Background: an optimization exercise with open tools, aiming at small area, a short achievable clock period and few clock cycles per item. Do not read the settings as production practice.
Only simulation tests tie the RTL to the original design; equivalence was not proved.
Power figures rest on the tool's default switching activity, not on a simulated workload.

==> flow/design.v <==
`default_nettype none
module huff_encoder #(
  parameter int SYM_W  = 5,
  parameter int LEN_W  = 6,
  parameter int CODE_W = 32
) (
  input  logic                            clk,
  input  logic                            rst,
  input  logic [LEN_W+SYM_W+CODE_W-1:0]   cb_data,
  input  logic                            cb_valid,
  output logic                            cb_ready,
  input  logic                            start,
  input  logic                            flush,
  input  logic [SYM_W-1:0]                sym_in,
  input  logic                            sym_valid,
  output logic                            sym_ready,
  output logic [CODE_W-1:0]               data_out,
  output logic                            out_valid,
  input  logic                            out_ready,
  output logic [LEN_W-1:0]                out_bits,
  output logic                            out_last,
  output logic                            busy,
  output logic                            err
);
  localparam int DEPTH  = 1 << SYM_W;
  localparam int ACC_W  = 2 * CODE_W;
  localparam int FILL_W = $clog2(ACC_W + 1);
  localparam logic [FILL_W-1:0] c_word_fill = FILL_W'(CODE_W);
  localparam logic [LEN_W-1:0]  c_word_len  = LEN_W'(CODE_W);
  typedef enum logic [1:0] {
    S_IDLE   = 2'd0,
    S_ENCODE = 2'd1,
    S_FLUSH  = 2'd2
  } state_t;
  state_t              r_state;
  state_t              w_state_nxt;
  logic [DEPTH-1:0]    r_tbl_vld;
  logic [LEN_W-1:0]    r_tbl_len  [DEPTH];
  logic [CODE_W-1:0]   r_tbl_code [DEPTH];
  logic [ACC_W-1:0]    r_acc;
  logic [FILL_W-1:0]   r_fill;
  logic                r_err;
  logic [LEN_W-1:0]    w_cb_len;
  logic [SYM_W-1:0]    w_cb_sym;
  logic [CODE_W-1:0]   w_cb_code;
  logic                w_cb_len_ok;
  logic                w_cb_fire;
  assign w_cb_len    = cb_data[LEN_W+SYM_W+CODE_W-1 -: LEN_W];
  assign w_cb_sym    = cb_data[SYM_W+CODE_W-1 -: SYM_W];
  assign w_cb_code   = cb_data[CODE_W-1:0];
  assign w_cb_len_ok = (w_cb_len != '0) && (w_cb_len <= c_word_len);
  assign w_cb_fire   = (r_state == S_IDLE) && cb_valid && !start;
  assign cb_ready    = (r_state == S_IDLE);
  logic                w_full_word;
  logic                w_enc_word;
  logic                w_emit;
  logic [FILL_W-1:0]   w_fill_post;
  logic [ACC_W-1:0]    w_acc_post;
  assign w_full_word = (r_fill >= c_word_fill);
  assign w_enc_word  = (r_fill > c_word_fill);
  assign out_valid = ((r_state == S_ENCODE) && w_enc_word) ||
                     ((r_state == S_FLUSH)  && (r_fill != '0));
  assign data_out  = r_acc[ACC_W-1 -: CODE_W];
  assign out_bits  = !out_valid  ? '0 :
                     w_full_word ? c_word_len : r_fill[LEN_W-1:0];
  assign out_last  = (r_state == S_FLUSH) && (r_fill != '0) &&
                     (r_fill <= c_word_fill);
  assign w_emit      = out_valid && out_ready;
  assign w_fill_post = !w_emit     ? r_fill :
                       w_full_word ? (r_fill - c_word_fill) : '0;
  assign w_acc_post  = w_emit ? (r_acc << CODE_W) : r_acc;
  logic                w_sym_fire;
  logic                w_sym_hit;
  logic [LEN_W-1:0]    w_sym_len;
  logic [CODE_W-1:0]   w_code_mask;
  logic [ACC_W-1:0]    w_ins;
  logic [ACC_W-1:0]    w_acc_nxt;
  logic [FILL_W-1:0]   w_fill_nxt;
  logic                w_err_nxt;
  assign sym_ready   = (r_state == S_ENCODE) && (w_fill_post <= c_word_fill);
  assign w_sym_fire  = sym_valid && sym_ready;
  assign w_sym_hit   = r_tbl_vld[sym_in];
  assign w_sym_len   = r_tbl_len[sym_in];
  assign w_code_mask = ~({CODE_W{1'b1}} >> w_sym_len);
  assign w_ins       = {r_tbl_code[sym_in] & w_code_mask, {CODE_W{1'b0}}} >> w_fill_post;
  always_comb begin
    w_acc_nxt  = w_acc_post;
    w_fill_nxt = w_fill_post;
    if (w_sym_fire && w_sym_hit) begin
      w_acc_nxt  = w_acc_post | w_ins;
      w_fill_nxt = w_fill_post + FILL_W'(w_sym_len);
    end
  end
  always_comb begin
    w_err_nxt = start ? 1'b0 : r_err;
    if (w_cb_fire && !w_cb_len_ok) begin
      w_err_nxt = 1'b1;
    end
    if (w_sym_fire && !w_sym_hit) begin
      w_err_nxt = 1'b1;
    end
  end
  always_comb begin
    w_state_nxt = r_state;
    case (r_state)
      S_IDLE: begin
        if (start) begin
          w_state_nxt = S_ENCODE;
        end
      end
      S_ENCODE: begin
        if (flush) begin
          w_state_nxt = S_FLUSH;
        end
      end
      S_FLUSH: begin
        if (r_fill == '0) begin
          w_state_nxt = S_IDLE;
        end else if (w_emit && out_last) begin
          w_state_nxt = S_IDLE;
        end
      end
      default: w_state_nxt = S_IDLE;
    endcase
  end
  always_ff @(posedge clk or posedge rst) begin
    if (rst) begin
      r_state <= S_IDLE;
    end else begin
      r_state <= w_state_nxt;
    end
  end
  always_ff @(posedge clk or posedge rst) begin
    if (rst) begin
      r_acc  <= '0;
      r_fill <= '0;
      r_err  <= 1'b0;
    end else begin
      r_acc  <= w_acc_nxt;
      r_fill <= w_fill_nxt;
      r_err  <= w_err_nxt;
    end
  end
  always_ff @(posedge clk or posedge rst) begin
    if (rst) begin
      r_tbl_vld <= '0;
      for (int i = 0; i < DEPTH; i++) begin
        r_tbl_len[i]  <= '0;
        r_tbl_code[i] <= '0;
      end
    end else if (w_cb_fire && w_cb_len_ok) begin
      r_tbl_vld[w_cb_sym]  <= 1'b1;
      r_tbl_len[w_cb_sym]  <= w_cb_len;
      r_tbl_code[w_cb_sym] <= w_cb_code;
    end
  end
  assign busy = (r_state != S_IDLE);
  assign err  = r_err;
endmodule
`default_nettype wire
==> flow/run.sh <==
#!/bin/bash
# synth_recipe.tcl (not shown) runs the flow's synth.tcl, then flattens the netlist and writes it again
# the make line also repeats each setting of config.mk as NAME=value (left out here)
make -C /OpenROAD-flow-scripts/flow DESIGN_CONFIG=/design/flow/config.mk WORK_HOME=/design/flow/orfs CLKGATE_MAP_FILE= SYNTH_SCRIPT=/design/flow/synth_recipe.tcl finish
==> flow/config.mk <==
export PLATFORM = sky130hd
export DESIGN_NAME = huff_encoder
export DESIGN_NICKNAME = huff_encoder
export VERILOG_FILES = /design/flow/design.v
export SDC_FILE = /design/flow/constraint.sdc
export NUM_CORES = 4
export LEC_CHECK = 0
export CAP_MARGIN = 20
export CORE_MARGIN = 2
export CORE_UTILIZATION = 40
export SLEW_MARGIN = 20
==> flow/constraint.sdc <==
create_clock -name core_clock -period 7.0 [get_ports {clk}]
set_input_delay 1.4000 -clock core_clock [delete_from_list [all_inputs] [get_ports {clk}]]
set_output_delay 1.4000 -clock core_clock [all_outputs]
set_load 0.01 [all_outputs]
==> notes.md <==
-- worst min-delay path by stage --
stage / to / slack (ns) / from
final: r_tbl_vld[23] / 0.45 / r_tbl_vld[23]
after global routing: r_tbl_vld[23] / 0.47 / r_tbl_vld[23]
after CTS: r_tbl_vld[23] / 0.45 / r_tbl_vld[23]
after detailed placement: r_tbl_vld[23] / 0.44 / r_tbl_vld[23]
after global placement: r_tbl_vld[8] / 0.43 / r_tbl_vld[8]
after floorplan: r_tbl_vld[18] / 0.42 / r_tbl_vld[18]
-- cell usage after synthesis (all sizes together), types with 14 or more instances --
master   count
a22oi      172
buf        223
o211ai      30
nand3      618
a221o       16
nor2b       21
a2111oi     25
a221oi      18
nor3        30
nand3b      14
clkbuf     336
nor4        51
nand2b      16
and2        15
nand2      216
a211oi      17
o21ai       67
a31oi       21
o22ai       38
mux2i       49
a22o        18
a21o        27
a21oi      115
and3       106
nand4      171
inv         25
nor2       220
a222oi      14
dfrtp     1322
mux2      1231
-- state kept, by name, indices dropped and copies added (netlist names) --
register    count
r_tbl_code   1024
r_tbl_len     192
r_acc          64
r_tbl_vld      32
r_fill          7
r_state         2
r_err           1
-- where the power goes --
part           leakage [uW]  internal (uW)  total [uW]  switching, uW
Sequential           0.0182           8230        8570            337
Clock               0.00242           4570        7860           3290
Combinational        0.0139            766        1920           1150
-- critical path, cell delays in order --
cell      delay, ns
buf_2          0.32
buf_4          0.31
nor3_2         0.70
buf_4          0.25
buf_4          0.56
nand3_1        0.14
nand4_1        0.13
nor4_1         0.06
a21oi_1        0.57
mux2i_1        0.30
a311oi_1       0.76
nand2_1        0.12
o21a_1         0.17
mux2_2         0.31
mux2_2         0.29
o221ai_1       0.17
-- through the flow --
stage | hold WS (ns) | utilization
6_report | 0.4548 | 0.4589
5_1_grt | 0.4663 | 0.4589
4_1_cts | 0.4537 | 0.4594
3_5_place_dp | 0.4401 | 0.4283
3_3_place_gp | 0.4333 | 0.4284
2_1_floorplan | 0.4226 | -
-- metal layers --
metal / part of all wire / routed length, um / vias up / track usage
li1: - / - / 19830 / -
met4: 0.043 / 10000 / 4 / 0.1137
met1: 0.42 / 98780 / 25350 / 0.3983
met5: 0.00012 / 27 / - / 0
met3: 0.084 / 19590 / 501 / 0.05051
met2: 0.45 / 104400 / 2440 / 0.4350
-- final cells by class --
| class | instances | area (um2) |
|---|---|---|
| multi-input combinational | 3530 | 28110 |
| inverter | 28 | 108.9 |
| timing repair buffer | 314 | 3110 |
| tap | 2058 | 2575 |
| fill | 14130 | 84720 |
| clock buffer | 206 | 4240 |
| sequential | 1322 | 33080 |
| clock inverter | 58 | 625.6 |
| antenna | 1 | 2.502 |
-- cells by family after synthesis --
| kind of cell | Yosys count |
|---|---|
| buf+inv | 587 |
| flops | 1322 |
| xor+xnor | 5 |
| simple gates | 1535 |
| compound gates | 684 |
| mux | 1293 |
| fa+ha+maj | 13 |
==> results.json <==
{
  "drt-pass1-iter-count": 8,
  "finalHoldViolations": 0,
  "synth.largest_area_cell": "dfrtp_1",
  "yosysTopAreaCellShare": 0.5228,
  "max_cap_violations": 0,
  "arrival_ns": 6.63,
  "post_drt_wl_per_cell_um": 30.97,
  "layout-drive-gt1-share": 0.3344,
  "startpoint_type": "input pin",
  "rsz0062_at_grt": "false",
  "drc": 0,
  "r2r_end": "r_acc[3]",
  "die_width_um": 401.7,
  "endpoint_kind": "flip-flop",
  "via_count": 48120,
  "fin_crit_sh": 0.8481,
  "clock-sinks": 1322,
  "clk_pin_slew_worst_paths_ns": 0.06,
  "gp_congestion": 0.9481,
  "fin_setup_tns_ns": 0,
  "path_max_fanout": 35,
  "reg2reg_depth": 14,
  "mostFrequentLayoutCells": "1322 x dfrtp_1, 1230 x mux2_2, 608 x nand3_1",
  "postSynthAreaPerCell_um2": 11.63,
  "fin_crit_ns": 5.937,
  "powerDensity_mw_per_mm2": 255.3,
  "grt_pass1_vias": 46420,
  "hold_buffers": 0,
  "cts.path.max_buffers": 3,
  "syn_inst": 5439,
  "layout_setup_ws_ns": 1.063,
  "postCtsResizedCells": 0,
  "critical_path_class": "input pin to flip-flop",
  "grt_pass1_wl_um": 337800,
  "clock_latency_ns": 0.80,
  "muxShareOfSynthArea": 0.2315,
  "via_per_inst": 6.401,
  "cts_tree": "done",
  "synth_area_mm2": 0.06327,
  "dp_cells": 7252,
  "placed_area_mm2": 0.06706,
  "synthSimpleGateAreaFrac": 0.1247,
  "r2r_start": "r_fill[5]",
  "core_area_mm2": 0.1566,
  "seq_area_frac_synth": 0.5228,
  "critPathCapture": "r_acc[23]",
  "die_h_um": 401.7,
  "post_cts_buffers": 0,
  "gr-total-overflow": 0,
  "initial_core_util": 0.4041,
  "synth_flop_cell": "dfrtp_1",
  "detail_route.wirelength_um": 232800,
  "cp-startpoint": "sym_in[2]",
  "floorplan.rows": 145,
  "cts_buffers": 144,
  "peakVddDrop_mv": 0.1537,
  "syn_nets": 5507,
  "synth_cell_type_count": 99,
  "async_flop_share": 1.000,
  "required_ns": 7.69,
  "setup_violations": 0,
  "yosys.area_share.adder": 0.002689,
  "stdcell_area_mm2": 0.07185,
  "dieArea_mm2": 0.1614,
  "route.antenna.remaining_nets": 0,
  "max_freq_mhz": 168.4,
  "regToRegSetupSlack_ns": 2.00,
  "min_path_type": "flip-flop to flip-flop",
  "holdPathStages": 1,
  "final_common_cell": "dfrtp_1",
  "status": "no timing/DRC/antenna violations",
  "drt_iter0_markers": 6570,
  "grt_usage": 0.2838,
  "finalPower_uw": 18340,
  "synth_xor_area_frac": 0.0006921,
  "antenna_found_initial": 13,
  "port-buffer-count": 98,
  "synth_top_family_by_area": "multiplexers",
  "fin_nets": 5408,
  "place_ws_ns": 0.4988,
  "synth-edff-count": 0,
  "cts-root-buf": "clkbuf_16",
  "finClkSkew_ns": 0.02670,
  "area_growth_pct": 13.56,
  "h-tree-depth": 4,
  "relSlewSlack": 0.2209,
  "worstMarginPinSlew_ns": 1.165,
  "grt_start_max_net_pins": 167,
  "synth-compound-area-share": 0.07833,
  "dpl.hpwl_um": 135400,
  "ys_warn_count": 3,
  "ys_ff_latch": 1322,
  "final_cells": 7517,
  "slew_viol_final": 0,
  "io_pins": 99,
  "leakage_uw": 0.03459,
  "synthTopCellsByArea": "dfrtp_1 52%, mux2_2 22%, nand3_1 4.9%, a22oi_1 2.0%, clkbuf_1 2.0%"
}
Testbench counts, summed over its fixed seeds: cycles 12,032, items 12,000.

[static timing again, ports no longer ideal]
How much do the figures lean on ideal ports? The routed layout below was timed once more, with nothing changed but the port constraints.
Step 1 sets driving cells, clkbuf_16 on the clock port and buf_2 on the other inputs (assumed; they add their load-dependent delay and slew).
Step 2 also shifts input and output timing later by t, the mid clock arrival at the registers, as if the neighbouring blocks saw the same clock.
a / b / c = no drivers / after step 1 / after step 2; a / b = the first two.
shift t [ns]: 0.880
setup WS [ns]: 1.063 / 1.133 / 0.253
worst hold slack (ns): 0.455 / 0.455 / 0.455
worst setup path after step 2: input to register
slew at the worst register clock pin (ns): 0.07 / 0.07
After both steps this run still meets setup and hold. For this run, drivers alone change the setup slack by +0.070 ns; drivers and shift together by -0.810 ns.
